This design comes from an exercise in tuning for small area, a short achievable clock period and few clock cycles per item on the open sky130 flow, not from production work. Only simulation tests tie the RTL to the original design; equivalence was not proved. Power and IR drop assume default switching activity.

## flow/design.v (module list and top-level ports; edited modules follow where they fit)
// module fpu_mul: 1626 lines
// module fpu_seq: 126 lines
module fpu_seq (
  input  logic        clk,
  input  logic        reset,
  input  logic        Start,
  input  logic [1:0]  FPUOp,
  input  logic [31:0] SrcA,
  input  logic [31:0] SrcB,
  output logic [31:0] Result,
  output logic        Done,
  output logic        Busy,
  output logic [3:0]  FPUFlags
);
  // ...
==> flow/run.sh <==
#!/bin/bash
# synth_recipe.tcl (not shown) runs the flow's synth.tcl, then flattens the netlist and writes it again
# the make line also repeats each setting of config.mk as NAME=value (left out here)
make -C /OpenROAD-flow-scripts/flow DESIGN_CONFIG=/design/flow/config.mk WORK_HOME=/design/flow/orfs CLKGATE_MAP_FILE= SYNTH_SCRIPT=/design/flow/synth_recipe.tcl finish
==> flow/config.mk <==
export PLATFORM = sky130hd
export DESIGN_NAME = fpu_seq
export DESIGN_NICKNAME = fpu_seq
export VERILOG_FILES = /design/flow/design.v
export SDC_FILE = /design/flow/constraint.sdc
export NUM_CORES = 4
export LEC_CHECK = 0
export CAP_MARGIN = 20
export CORE_MARGIN = 2
export CORE_UTILIZATION = 40
export SLEW_MARGIN = 20
==> flow/constraint.sdc <==
create_clock -name core_clock -period 11.0 [get_ports {clk}]
set_input_delay 2.2000 -clock core_clock [delete_from_list [all_inputs] [get_ports {clk}]]
set_output_delay 2.2000 -clock core_clock [all_outputs]
set_load 0.01 [all_outputs]
==> run notes, run 1 <==
post-synthesis mux area share under 10%; P_leak 0.0133 uW; post-synthesis compound-gate area fraction 11.5%; top flop regs r_x (25), r_y (25), r_exp (10); status finished clean; Fmax approximately 0.096 GHz; GR Overflow Total 0; CP Class register to output port; M3 GR Usage 5.09%; Final Setup Violations 0; number of remaining DRC errors 0; I/O pin cnt 107; initial antenna violation count 1; H-Tree Depth 3; Seq pwr share 3.8%; post-CTS sizing 0; buffering overhead 5.85%; Routed wire per std cell 23.9 um; CP max stage delay 0.58 ns; final worst setup slack 0.551 ns; main combinational cell family by area after synthesis adder cells; clk sink count 65; met2 wire len 39900 um; Cell Int Power 3840 uW; Clock transition at path regs 0.06 ns
Testbench counts, summed over its fixed seeds: cycles 3,200, ops 3,200.
==> module fpu_seq, before the edit <==
module fpu_seq (
  input  logic        clk,
  input  logic        reset,
  input  logic        Start,
  input  logic [1:0]  FPUOp,
  input  logic [31:0] SrcA,
  input  logic [31:0] SrcB,
  output logic [31:0] Result,
  output logic        Done,
  output logic        Busy,
  output logic [3:0]  FPUFlags
);
  logic [7:0]  w_expA, w_expB;
  logic [23:0] w_manA, w_manB;
  logic        w_isMul;
  logic        w_special;
  assign w_expA    = SrcA[30:23];
  assign w_expB    = SrcB[30:23];
  assign w_manA    = (w_expA == 8'd0) ? 24'd0 : {1'b1, SrcA[22:0]};
  assign w_manB    = (w_expB == 8'd0) ? 24'd0 : {1'b1, SrcB[22:0]};
  assign w_isMul   = (FPUOp == fpu_pkg::OP_FMUL);
  assign w_special = (FPUOp == fpu_pkg::OP_RSVD) ||
                     (w_expA == fpu_pkg::INF_EXP) || (w_expB == fpu_pkg::INF_EXP);
  logic [8:0]  w_dAB, w_dBA;
  logic        w_expLt, w_expEq, w_swap;
  logic [7:0]  w_diff;
  logic [24:0] w_big, w_small, w_aligned;
  logic [7:0]  w_addExp;
  logic        w_addSign, w_sub;
  assign w_dAB    = {1'b0, w_expA} - {1'b0, w_expB};
  assign w_dBA    = {1'b0, w_expB} - {1'b0, w_expA};
  assign w_expLt  = w_dAB[8];
  assign w_expEq  = (w_expA == w_expB);
  assign w_swap   = w_expLt || (w_expEq && (SrcA[22:0] < SrcB[22:0]));
  assign w_diff   = w_expLt ? w_dBA[7:0] : w_dAB[7:0];
  assign w_big    = w_swap ? {w_manB, 1'b0} : {w_manA, 1'b0};
  assign w_small  = w_swap ? {w_manA, 1'b0} : {w_manB, 1'b0};
  assign w_aligned = (w_diff >= 8'd26) ? 25'd0 : (w_small >> w_diff[4:0]);
  assign w_addExp  = w_swap ? w_expB : w_expA;
  assign w_addSign = w_swap ? SrcB[31] : SrcA[31];
  assign w_sub     = SrcA[31] ^ SrcB[31];
  logic [47:0] w_row0, w_row1;
  logic [23:0] w_lowSum;
  logic [9:0]  w_mulExp;
  fpu_mul u_mul (
    .i_a    (w_manA),
    .i_b    (w_manB),
    .o_row0 (w_row0),
    .o_row1 (w_row1)
  );
  assign w_lowSum = {1'b0, w_row0[22:0]} + {1'b0, w_row1[22:0]};
  assign w_mulExp = {2'b0, w_expA} + {2'b0, w_expB} - 10'd126;
  logic        r_done;
  logic [24:0] r_x, r_y;
  logic        r_cin;
  logic        r_sub;
  logic        r_sign;
  logic [9:0]  r_exp;
  logic        r_special;
  always_ff @(posedge clk) begin
    if (!reset) r_done <= 1'b0;
    else        r_done <= Start && (FPUOp != fpu_pkg::OP_NONE);
  end
  always_ff @(posedge clk) begin
    r_special <= w_special;
    if (w_isMul) begin
      r_x    <= w_row0[47:23];
      r_y    <= w_row1[47:23];
      r_cin  <= w_lowSum[23];
      r_sub  <= 1'b0;
      r_sign <= SrcA[31] ^ SrcB[31];
      r_exp  <= w_mulExp;
    end else begin
      r_x    <= w_big;
      r_y    <= w_aligned;
      r_cin  <= w_sub;
      r_sub  <= w_sub;
      r_sign <= w_addSign;
      r_exp  <= {2'b0, w_addExp};
    end
  end
  logic [25:0] w_sum;
  logic [4:0]  w_lz;
  logic [24:0] w_norm;
  logic [9:0]  w_exp;
  logic [31:0] w_result;
  logic        w_ovf;
  function automatic logic [4:0] lzc25(input logic [24:0] v);
    lzc25 = 5'd0;
    for (int i = 0; i < 25; i++) begin
      if (v[i]) lzc25 = 5'(24 - i);
    end
  endfunction
  assign w_sum = {1'b0, r_x} + ({1'b0, r_y} ^ {26{r_sub}}) + {25'd0, r_cin};
  assign w_lz  = lzc25(w_sum[24:0]);
  always_comb begin
    if (w_sum[25]) begin
      w_norm = w_sum[25:1];
      w_exp  = r_exp + 10'd1;
    end else begin
      w_norm = w_sum[24:0] << w_lz;
      w_exp  = r_exp - {5'd0, w_lz};
    end
  end
  always_comb begin
    w_result = 32'd0;
    w_ovf    = 1'b0;
    if (r_special) begin
      w_result = fpu_pkg::QNAN;
      w_ovf    = 1'b1;
    end else if (w_sum == 26'd0) begin
      w_result = 32'd0;
    end else if (!w_exp[9] && (w_exp[8:0] >= 9'd255)) begin
      w_result = {r_sign, fpu_pkg::INF_EXP, 23'd0};
      w_ovf    = 1'b1;
    end else if (w_exp[9] || (w_exp == 10'd0)) begin
      w_result = 32'd0;
    end else begin
      w_result = {r_sign, w_exp[7:0], w_norm[23:1]};
    end
  end
  assign Result   = w_result;
  assign FPUFlags = {w_result[31], (w_result[30:0] == 31'd0), 1'b0, w_ovf};
  assign Done     = r_done;
  assign Busy     = 1'b0;
endmodule
==> inputs of run 2 (changes only) <==
--- a/flow/design.v
+++ b/flow/design.v
@@ -1645,6 +1645,13 @@
   output logic [3:0]  FPUFlags
 );
+  function automatic logic [4:0] lzc25(input logic [24:0] v);
+    lzc25 = 5'd0;
+    for (int i = 0; i < 25; i++) begin
+      if (v[i]) lzc25 = 5'(24 - i);
+    end
+  endfunction
   logic [7:0]  w_expA, w_expB;
   logic [23:0] w_manA, w_manB;
+  logic [24:0] w_mA, w_mB;
   logic        w_isMul;
   logic        w_special;
@@ -1653,25 +1660,43 @@
   assign w_manA    = (w_expA == 8'd0) ? 24'd0 : {1'b1, SrcA[22:0]};
   assign w_manB    = (w_expB == 8'd0) ? 24'd0 : {1'b1, SrcB[22:0]};
+  assign w_mA      = {w_manA, 1'b0};
+  assign w_mB      = {w_manB, 1'b0};
   assign w_isMul   = (FPUOp == fpu_pkg::OP_FMUL);
   assign w_special = (FPUOp == fpu_pkg::OP_RSVD) ||
                      (w_expA == fpu_pkg::INF_EXP) || (w_expB == fpu_pkg::INF_EXP);
   logic [8:0]  w_dAB, w_dBA;
-  logic        w_expLt, w_expEq, w_swap;
+  logic        w_expLt, w_expGt;
   logic [7:0]  w_diff;
-  logic [24:0] w_big, w_small, w_aligned;
   logic [7:0]  w_addExp;
-  logic        w_addSign, w_sub;
+  logic        w_sub, w_near;
   assign w_dAB    = {1'b0, w_expA} - {1'b0, w_expB};
   assign w_dBA    = {1'b0, w_expB} - {1'b0, w_expA};
   assign w_expLt  = w_dAB[8];
-  assign w_expEq  = (w_expA == w_expB);
-  assign w_swap   = w_expLt || (w_expEq && (SrcA[22:0] < SrcB[22:0]));
+  assign w_expGt  = w_dBA[8];
   assign w_diff   = w_expLt ? w_dBA[7:0] : w_dAB[7:0];
-  assign w_big    = w_swap ? {w_manB, 1'b0} : {w_manA, 1'b0};
-  assign w_small  = w_swap ? {w_manA, 1'b0} : {w_manB, 1'b0};
+  assign w_addExp = w_expLt ? w_expB : w_expA;
+  assign w_sub    = SrcA[31] ^ SrcB[31];
+  assign w_near   = w_sub && (w_diff[7:1] == 7'd0);
+  logic [24:0] w_big, w_small, w_aligned;
+  logic        w_farSign;
+  assign w_big     = w_expLt ? w_mB : w_mA;
+  assign w_small   = w_expLt ? w_mA : w_mB;
   assign w_aligned = (w_diff >= 8'd26) ? 25'd0 : (w_small >> w_diff[4:0]);
-  assign w_addExp  = w_swap ? w_expB : w_expA;
-  assign w_addSign = w_swap ? SrcB[31] : SrcA[31];
-  assign w_sub     = SrcA[31] ^ SrcB[31];
+  assign w_farSign = w_expLt ? SrcB[31] : SrcA[31];
+  logic [24:0] w_nA, w_nB, w_nearMag;
+  logic [25:0] w_dif1, w_dif2;
+  logic        w_nearSign;
+  logic [4:0]  w_nearLz;
+  logic [9:0]  w_nearExp;
+  logic        w_nearZero;
+  assign w_nA       = w_expLt ? (w_mA >> 1) : w_mA;
+  assign w_nB       = w_expGt ? (w_mB >> 1) : w_mB;
+  assign w_dif1     = {1'b0, w_nA} - {1'b0, w_nB};
+  assign w_dif2     = {1'b0, w_nB} - {1'b0, w_nA};
+  assign w_nearMag  = w_dif1[25] ? w_dif2[24:0] : w_dif1[24:0];
+  assign w_nearSign = w_dif1[25] ? SrcB[31] : SrcA[31];
+  assign w_nearLz   = lzc25(w_nearMag);
+  assign w_nearExp  = {2'b0, w_addExp} - {5'd0, w_nearLz};
+  assign w_nearZero = (w_nearMag == 25'd0) || w_nearExp[9] || (w_nearExp == 10'd0);
   logic [47:0] w_row0, w_row1;
   logic [23:0] w_lowSum;
@@ -1689,6 +1714,9 @@
   logic        r_cin;
   logic        r_sub;
+  logic        r_near;
   logic        r_sign;
   logic [9:0]  r_exp;
+  logic [4:0]  r_lz;
+  logic        r_zero;
   logic        r_special;
   always_ff @(posedge clk) begin
@@ -1698,4 +1726,5 @@
   always_ff @(posedge clk) begin
     r_special <= w_special;
+    r_lz      <= w_nearLz;
     if (w_isMul) begin
       r_x    <= w_row0[47:23];
@@ -1703,6 +1732,17 @@
       r_cin  <= w_lowSum[23];
       r_sub  <= 1'b0;
-      r_sign <= SrcA[31] ^ SrcB[31];
+      r_near <= 1'b0;
+      r_sign <= w_sub;
       r_exp  <= w_mulExp;
+      r_zero <= (w_expA == 8'd0) || (w_expB == 8'd0);
+    end else if (w_near) begin
+      r_x    <= w_nearMag;
+      r_y    <= w_aligned;
+      r_cin  <= 1'b1;
+      r_sub  <= 1'b1;
+      r_near <= 1'b1;
+      r_sign <= w_nearSign;
+      r_exp  <= w_nearExp;
+      r_zero <= w_nearZero;
     end else begin
       r_x    <= w_big;
@@ -1710,29 +1750,31 @@
       r_cin  <= w_sub;
       r_sub  <= w_sub;
-      r_sign <= w_addSign;
+      r_near <= 1'b0;
+      r_sign <= w_farSign;
       r_exp  <= {2'b0, w_addExp};
+      r_zero <= (w_expA == 8'd0) && (w_expB == 8'd0);
     end
   end
   logic [25:0] w_sum;
-  logic [4:0]  w_lz;
-  logic [24:0] w_norm;
+  logic [24:0] w_nearNorm;
+  logic [22:0] w_frac;
   logic [9:0]  w_exp;
   logic [31:0] w_result;
   logic        w_ovf;
-  function automatic logic [4:0] lzc25(input logic [24:0] v);
-    lzc25 = 5'd0;
-    for (int i = 0; i < 25; i++) begin
-      if (v[i]) lzc25 = 5'(24 - i);
-    end
-  endfunction
-  assign w_sum = {1'b0, r_x} + ({1'b0, r_y} ^ {26{r_sub}}) + {25'd0, r_cin};
-  assign w_lz  = lzc25(w_sum[24:0]);
+  assign w_sum      = {1'b0, r_x} + ({1'b0, r_y} ^ {26{r_sub}}) + {25'd0, r_cin};
+  assign w_nearNorm = r_x << r_lz;
   always_comb begin
-    if (w_sum[25]) begin
-      w_norm = w_sum[25:1];
+    if (r_near) begin
+      w_frac = w_nearNorm[23:1];
+      w_exp  = r_exp;
+    end else if (w_sum[25]) begin
+      w_frac = w_sum[24:2];
       w_exp  = r_exp + 10'd1;
+    end else if (w_sum[24]) begin
+      w_frac = w_sum[23:1];
+      w_exp  = r_exp;
     end else begin
-      w_norm = w_sum[24:0] << w_lz;
-      w_exp  = r_exp - {5'd0, w_lz};
+      w_frac = w_sum[22:0];
+      w_exp  = r_exp - 10'd1;
     end
   end
@@ -1743,13 +1785,11 @@
       w_result = fpu_pkg::QNAN;
       w_ovf    = 1'b1;
-    end else if (w_sum == 26'd0) begin
+    end else if (r_zero || w_exp[9] || (w_exp == 10'd0)) begin
       w_result = 32'd0;
-    end else if (!w_exp[9] && (w_exp[8:0] >= 9'd255)) begin
+    end else if (w_exp[8:0] >= 9'd255) begin
       w_result = {r_sign, fpu_pkg::INF_EXP, 23'd0};
       w_ovf    = 1'b1;
-    end else if (w_exp[9] || (w_exp == 10'd0)) begin
-      w_result = 32'd0;
     end else begin
-      w_result = {r_sign, w_exp[7:0], w_norm[23:1]};
+      w_result = {r_sign, w_exp[7:0], w_frac};
     end
   end
==> run notes, run 2 <==
simple-gate share of the synthesized area 22.4%; I/O pin cnt 107 (unchanged); post-synthesis compound-gate area fraction 14.3% (+2.8 points); top flop regs r_x (25), r_y (25), r_exp (10); starting density of the core 40.5%; ys async rst share 0%; routed wire length approximately 110000 um; flops & latches, synth 72; top post-synthesis cells by area fa_1 33%, and2_1 7.2%, inv_1 7.2%; Worst path slowest cell o221ai_4; Comb pwr share 90.7%; cts hold-fix bufs 0; status finished clean; Critical Path Fanout Max 23; setup TNS 0 ns; largest area contributor in the netlist fa_1; crit path DAT about 11 ns; Max-cap violations 0; Largest delay share family, worst path compound AO/OA/AOI/OAI gates; row count 99; Worst Hold Slack approximately 2.4 ns; CTS root buffer clkbuf_16; adder-cell share of the synthesized area 39.7%; Die Ht 276 um; Post-synth EDFFs 0; clk sink count 72 (+11%); Final Setup Violations 0 (unchanged); hold endpoint r_done; GR Overflow Total 0 (unchanged); Clock transition at path regs 0.06 ns (about the same); Yosys cell types 114; CP Class input pin to register; DPL Wire Length 82200 um; Layout area overhead 7.82%; Cell Int Power 3390 uW (-12%); Buffers & Inverters on Critical Path 4; Port Buf Inserts 104; Pwr per Cell Area between 200 and 250 nW/um2; minimum clock period 10.42 ns; Netlist Area Pre-Place 29600 um2; Synth top cells by count 566 x inv_1, 491 x fa_1, 413 x nand2_1, 340 x and2_1, 198 x clkbuf_1; slew of the pin with the lowest slew margin 1.07 ns; setup repair bufs after CTS 0; worst vdd ir approximately 0.29 mV; area taken by multi-input logic gates 25000 um2; Yosys top cell area share approximately 33%; routability cong. roughly 1; fin nets 4391; Final Max Tran Viols 0; via count 26700; Die Area 76300 um2; Mapped Cells 3714; top-count cell post-synth inv_1; min-delay src reset; CP Launch Type input pin; HP Class input pin to register; P_leak 0.0151 uW (+13%); CP Capture Type register; Detail Route Antenna Nets 0; Seq pwr share 5.5% (+1.7 points); CTS tree built; initial antenna violation count 8 (+7); final period utilization 94.7%; synthesized area per cell 7.98 um2; Power Total 7830 uW; most common flop cell mapped by yosys dfxtp_1; post-synthesis xor/xnor area fraction 2.60%; Horiz. Die Dim 276 um; Tot GR Track Use 27.6%; Detailed Routing Iterations Pass 1 6; register area 1440 um2; most common cell after layout, fill and taps aside inv_1; synth warn 2; post-CTS sizing 0 (unchanged); Clock power frac about 3.8%; Min-Delay Path Depth 2; post-synthesis mux area share 5.16% (-0.20 points); endpoints failing hold 0; WP data required 11.20 ns; worst rel slew slack 28.4%; H-Tree Depth 3 (unchanged); largest net degree at the start of global routing slightly above 80; first-pass GRT wire length 163000 um; commonest non-fill, non-tap cells in the layout 566 x inv_1, 491 x fa_1, 411 x nand2_1; fill count 7406; maximum buffer depth of the clock tree 2; drt first-iter violations ~2900; unrepaired setup endpoints after global routing false; register area share after synthesis 4.86%; switching power 4440 uW; Sw Ratio 56.7%; core footprint 73200 um2; ratio of cells with drive above 1 in the final layout 6.22%; CTS Buf Count 9; vias per cell 5.74; main combinational cell family by area after synthesis adder cells; vias in the first global route 26300; CP max stage delay 0.70 ns (+0.12 ns); Fmax 0.0960 GHz (+0.29%); number of remaining DRC errors 0 (unchanged); Routed wire per std cell 22.8 um (-4.4%)
-- run 2: metrics by stage --
step | cell area [um2] | cells | util (%) | setup slack [ns]
after CTS | 31900 | 4640 | 43.6 | 0.764
after global routing | 31900 | 4640 | 43.6 | 0.0376
final | 32000 | 4644 | 43.7 | 0.581
after floorplan | 29600 | 3715 | - | 0.874
after detailed placement | 31600 | 4624 | 43.2 | 0.406
after global placement | 31600 | 4624 | 43.2 | 0.619
-- run 2: layout make-up --
type                       instances  area share [%]
clock buffer                      10           0.717
tap                              959            3.75
inverter                         566            6.65
sequential                        72            4.51
clock inverter                     6           0.215
timing repair buffer             210            5.79
multi-input combinational       2817            78.3
antenna                            4          0.0313
-- run 2: worst max path at each step --
stage / startpoint / to / depth (start not counted)
2_1_floorplan: SrcA[30] / r_zero / 36
3_3_place_gp: SrcA[23] / r_exp[6] / 32
3_5_place_dp: SrcA[29] / r_exp[6] / 30
4_1_cts: SrcB[24] / r_exp[6] / 30
5_1_grt: SrcA[29] / r_exp[6] / 30
6_report: SrcB[30] / r_exp[6] / 30
-- run 2: cells by family (layout without fill, tap and decap cells) --
family	count (synthesis)	in the layout
and+or+nand+nor	1298	1298
buffers and inverters	826	792
AOI/OAI and AO/OA	653	653
adders and majority gates	646	646
muxes	130	130
xor gates and xnor gates	88	88
DFF	72	72
other	1	6
-- run 2: power groups by stage --
| stage | Combinational [uW] | Sequential, uW | Clock, uW |
|---|---|---|---|
| final | 7100 | 431 | 296 |
| after global routing | 7960 | 439 | 308 |
| after CTS | 7160 | 428 | 299 |
| after detailed placement | 7090 | 433 | 0 |
| after global placement | 7090 | 431 | 0 |
| after floorplan | 4500 | 388 | 0 |
-- run 2: metal layers --
| layer | vias up | share of wire [%] | track usage, % |
|---|---|---|---|
| met5 | - | 0.021 | 0 |
| met4 | 4 | 3.8 | 8.80 |
| met3 | 196 | 8.8 | 4.49 |
| met2 | 1282 | 45 | 43.8 |
| met1 | 13300 | 43 | 38.5 |
| li1 | 11900 | - | - |
Testbench counts of run 2, summed over its fixed seeds: cycles 3,200, ops 3,200.

what the ideal ports hide:
Ports are ideal in the flow. The routed layouts listed here were re-timed in OpenROAD. Step 1 assumes that a clkbuf_16 drives the clock port and a buf_2 every other input. Step 2 also shifts input and output timing later by t, the mid clock arrival at the registers, as if the neighbouring blocks saw the same clock. Three values: ideal, step 1, step 2; two values: the first two.
| run | t, ns | slack for setup (ns) | worst register clock-pin slew, ns | worst data-port slew with drivers (ns) |
|---|---|---|---|---|
| run 1 | 0.364 | 0.551 / 0.510 / 0.798 | 0.06 / 0.06 | 0.06 |
| run 2 | 0.388 | 0.581 / 0.607 / 0.219 | 0.07 / 0.07 | 0.04 |
After both steps setup and hold are still met in every run listed. For run 2, which loses most, drivers alone change the setup slack by +0.026 ns; drivers and shift together by -0.362 ns.
